Source: an optimization exercise on an open RTL-to-GDS flow (aim: small area, a short achievable clock period and few clock cycles). Production flows keep margins and buffers that such runs may drop.
Where RTL was checked, it was by simulation tests only, not by an equivalence proof against the original.
Power is estimated from default activity; no workload was simulated.

==> flow/design.v <==
module neuron_state_mem #(
    parameter int DATA_W = 32,
    parameter int DEPTH  = 64,
    parameter int ADDR_W = $clog2(DEPTH)
) (
    input  logic              clk,
    input  logic              reset,
    input  logic              init_start,
    input  logic [DATA_W-1:0] init_value,
    output logic              init_busy,
    output logic              ready,
    input  logic              rd_en,
    input  logic [ADDR_W-1:0] rd_addr,
    output logic [DATA_W-1:0] rd_data,
    output logic              rd_valid,
    input  logic              wr_en,
    input  logic [ADDR_W-1:0] wr_addr,
    input  logic [DATA_W-1:0] wr_data
);
    logic                ready_q;
    logic                busy_q;
    logic [DATA_W-1:0]   init_q;
    logic [DEPTH-1:0]    written_q;
    logic [DATA_W-1:0]   rd_data_q;
    logic                rd_valid_q;
    logic [DATA_W-1:0]   mem [DEPTH];
    logic                keep;
    logic [7:0]          pw_hi_q;          
    logic [7:0]          pw_lo_q;
    logic [DATA_W-1:0]   pw_data_q;
    assign ready     = ready_q;
    assign init_busy = busy_q;
    assign rd_data   = rd_data_q;
    assign rd_valid  = rd_valid_q;
    assign keep = ready_q && !init_start;
    logic              en, bypass, pend_hit, g, use_init;
    logic [3:0]        hw;                     
    logic [3:0]        wq;                     
    logic [DATA_W-1:0] yq [4];                 
    logic [DATA_W-1:0] rd_d;
    assign en     = ready_q && rd_en;
    assign bypass = wr_en && rd_addr == wr_addr;
    assign pend_hit = pw_hi_q[rd_addr[5:3]] && pw_lo_q[rd_addr[2:0]];
    assign g      = en && !bypass && !pend_hit;
    logic [3:0] s0, s1;                        
    always_comb begin
        for (int q = 0; q < 4; q++) begin
            s0[q] = rd_addr[1:0] == 2'(q);
            s1[q] = rd_addr[3:2] == 2'(q);
            wq[q] = written_q[{2'(q), rd_addr[3:0]}];
            hw[q] = g && rd_addr[5:4] == 2'(q) && wq[q];
        end
        use_init = !wq[rd_addr[5:4]];
    end
    for (genvar q = 0; q < 4; q++) begin : g_quarter
        for (genvar b = 0; b < DATA_W; b++) begin : g_bit
            logic [3:0] l1;
            for (genvar k = 0; k < 4; k++) begin : g_l1
                nsm_sel4 u_l1 (.s(s0), .d({mem[16*q+4*k+3][b], mem[16*q+4*k+2][b],
                                           mem[16*q+4*k+1][b], mem[16*q+4*k][b]}), .y(l1[k]));
            end
            nsm_sel4 u_l2 (.s(s1), .d(l1), .y(yq[q][b]));
        end
    end
    for (genvar b = 0; b < DATA_W; b++) begin : g_bit
        logic e, ie;
        assign e  = (!en && rd_data_q[b]) || (en && bypass && wr_data[b]) ||
                    (en && !bypass && pend_hit && pw_data_q[b]);
        assign ie = g && init_q[b];
        nsm_bitfin u_fin (.y({yq[3][b], yq[2][b], yq[1][b], yq[0][b]}), .hw(hw),
                          .use_init(use_init), .ie(ie), .e(e), .d(rd_d[b]));
    end
    always_ff @(posedge clk or negedge reset) begin
        if (!reset) begin
            ready_q    <= 1'b0;
            busy_q     <= 1'b1;
            rd_data_q  <= '0;
            rd_valid_q <= 1'b0;
        end else begin
            ready_q    <= 1'b1;
            busy_q     <= 1'b0;
            rd_valid_q <= en;
            rd_data_q  <= rd_d;
        end
    end
    always_ff @(posedge clk) begin
        if (!ready_q || init_start) init_q <= init_value;
        for (int i = 0; i < DEPTH; i++)
            written_q[i] <= keep && (written_q[i] || (wr_en && wr_addr == ADDR_W'(i)));
    end
    always_ff @(posedge clk) begin
        for (int j = 0; j < 8; j++) begin
            pw_hi_q[j] <= keep && wr_en && wr_addr[5:3] == 3'(j);
            pw_lo_q[j] <= wr_addr[2:0] == 3'(j);
        end
        pw_data_q <= wr_data;
        for (int i = 0; i < DEPTH; i++)
            if (pw_hi_q[i/8] && pw_lo_q[i%8]) mem[i] <= pw_data_q;
    end
endmodule
module nsm_sel4 (
    input  logic [3:0] s,
    input  logic [3:0] d,
    output logic       y
);
    assign y = (s[0] && d[0]) || (s[1] && d[1]) || (s[2] && d[2]) || (s[3] && d[3]);
endmodule
module nsm_bitfin (
    input  logic [3:0] y,
    input  logic [3:0] hw,
    input  logic       use_init,
    input  logic       ie,
    input  logic       e,
    output logic       d
);
    assign d = (hw[0] && y[0]) || (hw[1] && y[1]) || (hw[2] && y[2]) || (hw[3] && y[3]) ||
               (use_init && ie) || e;
endmodule
==> flow/config.mk <==
export PLATFORM = sky130hd
export DESIGN_NAME = neuron_state_mem
export DESIGN_NICKNAME = neuron_state_mem
export VERILOG_FILES = /design/flow/design.v
export SDC_FILE = /design/flow/constraint.sdc
export NUM_CORES = 4
export LEC_CHECK = 0
export CAP_MARGIN = 20
export CORE_MARGIN = 2
export CORE_UTILIZATION = 55
export CTS_CLUSTER_DIAMETER = 120
export CTS_CLUSTER_SIZE = 26
export SETUP_SLACK_MARGIN = 2.4
export SLEW_MARGIN = 20
export SYNTH_HIERARCHICAL = 1
export TNS_END_PERCENT = 5
==> flow/constraint.sdc <==
create_clock -name core_clock -period 4.5 [get_ports {clk}]
set_input_delay 0.9000 -clock core_clock [delete_from_list [all_inputs] [get_ports {clk}]]
set_output_delay 0.9000 -clock core_clock [all_outputs]
set_load 0.01 [all_outputs]
standard.sh (not shown) runs the stock make flow with config.mk's settings and CLKGATE_MAP_FILE= SYNTH_SCRIPT=/design/flow/synth_recipe.tcl, a recipe that flattens the netlist after the stock synthesis.
==> flow/flow/run.sh <==
#!/bin/bash
# Standard layout, with the port buffers made from plain buffers instead of delay cells.
set -euo pipefail
export BUFFER_PORTS_ARGS="-buffer_cell sky130_fd_sc_hd__buf_4"
bash standard.sh finish > standard_finish.log 2>&1
Testbench counts at the start, summed over its fixed seeds: cycles 6,955.
Rerun with:
--- a/flow/design.v
+++ b/flow/design.v
@@ -32,44 +32,39 @@
     assign init_busy = busy_q;
     assign rd_data   = rd_data_q;
     assign rd_valid  = rd_valid_q;
     assign keep = ready_q && !init_start;
     logic              en, bypass, pend_hit, g, use_init;
-    logic [3:0]        hw;                     
-    logic [3:0]        wq;                     
-    logic [DATA_W-1:0] yq [4];                 
+    logic [7:0]        hw;                     
+    logic [7:0]        wo;                     
+    logic [DATA_W-1:0] yo [8];                 
     logic [DATA_W-1:0] rd_d;
     assign en     = ready_q && rd_en;
     assign bypass = wr_en && rd_addr == wr_addr;
     assign pend_hit = pw_hi_q[rd_addr[5:3]] && pw_lo_q[rd_addr[2:0]];
     assign g      = en && !bypass && !pend_hit;
-    logic [3:0] s0, s1;                        
-    always_comb begin
-        for (int q = 0; q < 4; q++) begin
-            s0[q] = rd_addr[1:0] == 2'(q);
-            s1[q] = rd_addr[3:2] == 2'(q);
-            wq[q] = written_q[{2'(q), rd_addr[3:0]}];
-            hw[q] = g && rd_addr[5:4] == 2'(q) && wq[q];
-        end
-        use_init = !wq[rd_addr[5:4]];
-    end
-    for (genvar q = 0; q < 4; q++) begin : g_quarter
+    logic [7:0] ws;                            
+    nsm_dec3 u_wd (.a(rd_addr[2:0]), .y(ws));
+    for (genvar o = 0; o < 8; o++) begin : g_eighth
+        logic [7:0] s;
+        nsm_dec3 u_d (.a(rd_addr[2:0]), .y(s));
+        nsm_sel8 u_w (.s(ws), .d(written_q[8*o+7:8*o]), .y(wo[o]));
+        assign hw[o] = g && rd_addr[5:3] == 3'(o) && wo[o];
         for (genvar b = 0; b < DATA_W; b++) begin : g_bit
-            logic [3:0] l1;
-            for (genvar k = 0; k < 4; k++) begin : g_l1
-                nsm_sel4 u_l1 (.s(s0), .d({mem[16*q+4*k+3][b], mem[16*q+4*k+2][b],
-                                           mem[16*q+4*k+1][b], mem[16*q+4*k][b]}), .y(l1[k]));
-            end
-            nsm_sel4 u_l2 (.s(s1), .d(l1), .y(yq[q][b]));
+            nsm_sel8 u_l1 (.s(s), .d({mem[8*o+7][b], mem[8*o+6][b], mem[8*o+5][b], mem[8*o+4][b],
+                                      mem[8*o+3][b], mem[8*o+2][b], mem[8*o+1][b], mem[8*o][b]}),
+                           .y(yo[o][b]));
         end
     end
+    assign use_init = !wo[rd_addr[5:3]];
     for (genvar b = 0; b < DATA_W; b++) begin : g_bit
         logic e, ie;
         assign e  = (!en && rd_data_q[b]) || (en && bypass && wr_data[b]) ||
                     (en && !bypass && pend_hit && pw_data_q[b]);
         assign ie = g && init_q[b];
-        nsm_bitfin u_fin (.y({yq[3][b], yq[2][b], yq[1][b], yq[0][b]}), .hw(hw),
+        nsm_bitfin u_fin (.y({yo[7][b], yo[6][b], yo[5][b], yo[4][b],
+                              yo[3][b], yo[2][b], yo[1][b], yo[0][b]}), .hw(hw),
                           .use_init(use_init), .ie(ie), .e(e), .d(rd_d[b]));
     end
     always_ff @(posedge clk or negedge reset) begin
         if (!reset) begin
             ready_q    <= 1'b0;
@@ -96,23 +91,28 @@
         pw_data_q <= wr_data;
         for (int i = 0; i < DEPTH; i++)
             if (pw_hi_q[i/8] && pw_lo_q[i%8]) mem[i] <= pw_data_q;
     end
 endmodule
-module nsm_sel4 (
-    input  logic [3:0] s,
-    input  logic [3:0] d,
+module nsm_dec3 (
+    input  logic [2:0] a,
+    output logic [7:0] y
+);
+    always_comb for (int j = 0; j < 8; j++) y[j] = a == 3'(j);
+endmodule
+module nsm_sel8 (
+    input  logic [7:0] s,
+    input  logic [7:0] d,
     output logic       y
 );
-    assign y = (s[0] && d[0]) || (s[1] && d[1]) || (s[2] && d[2]) || (s[3] && d[3]);
+    assign y = |(s & d);
 endmodule
 module nsm_bitfin (
-    input  logic [3:0] y,
-    input  logic [3:0] hw,
+    input  logic [7:0] y,
+    input  logic [7:0] hw,
     input  logic       use_init,
     input  logic       ie,
     input  logic       e,
     output logic       d
 );
-    assign d = (hw[0] && y[0]) || (hw[1] && y[1]) || (hw[2] && y[2]) || (hw[3] && y[3]) ||
-               (use_init && ie) || e;
+    assign d = (|(hw & y)) || (use_init && ie) || e;
 endmodule
The changed run went through all stages and came out clean; area after synthesis drops slightly; routed wire length went up by a few percent; power came out lower slightly; sequential power stays flat; cell area goes down slightly; final cell count is lower by a few percent; via count drops slightly; count of clock-buffer cells in the layout came out higher by 19; hold slack improves by 0.035 ns; die area fell slightly; maximum frequency goes down by roughly a tenth.
The RTL of the second run of this note was laid out without a check of its function.

[afterwards: timing with drivers on the ports]
How much do the figures lean on ideal ports? The routed layouts below were timed once more, with nothing changed but the port constraints. Step 1 sets driving cells, clkbuf_16 on the clock port and buf_2 on the other inputs (assumed; they add their load-dependent delay and slew). Step 2 adds t to the input delays and takes it off the output delays; t is the mean of the earliest and latest rising clock arrival at the registers after step 1. Input paths then give back, and output paths get back, about the clock's delay inside the block. Slacks: ideal / step 1 / step 2; pairs: ideal / step 1.
run	shift t [ns]	setup WS [ns]	worst slew at a driven data input, ns	cell pins on the clock port's net
the first run	0.841	2.148 / 1.937 / 1.096	0.40	1
the second run	0.821	1.853 / 1.504 / 0.683	0.54	1
After both steps every run listed still meets setup and hold. For the second run, which loses most, drivers alone change the setup slack by -0.349 ns; drivers and shift together by -1.170 ns.
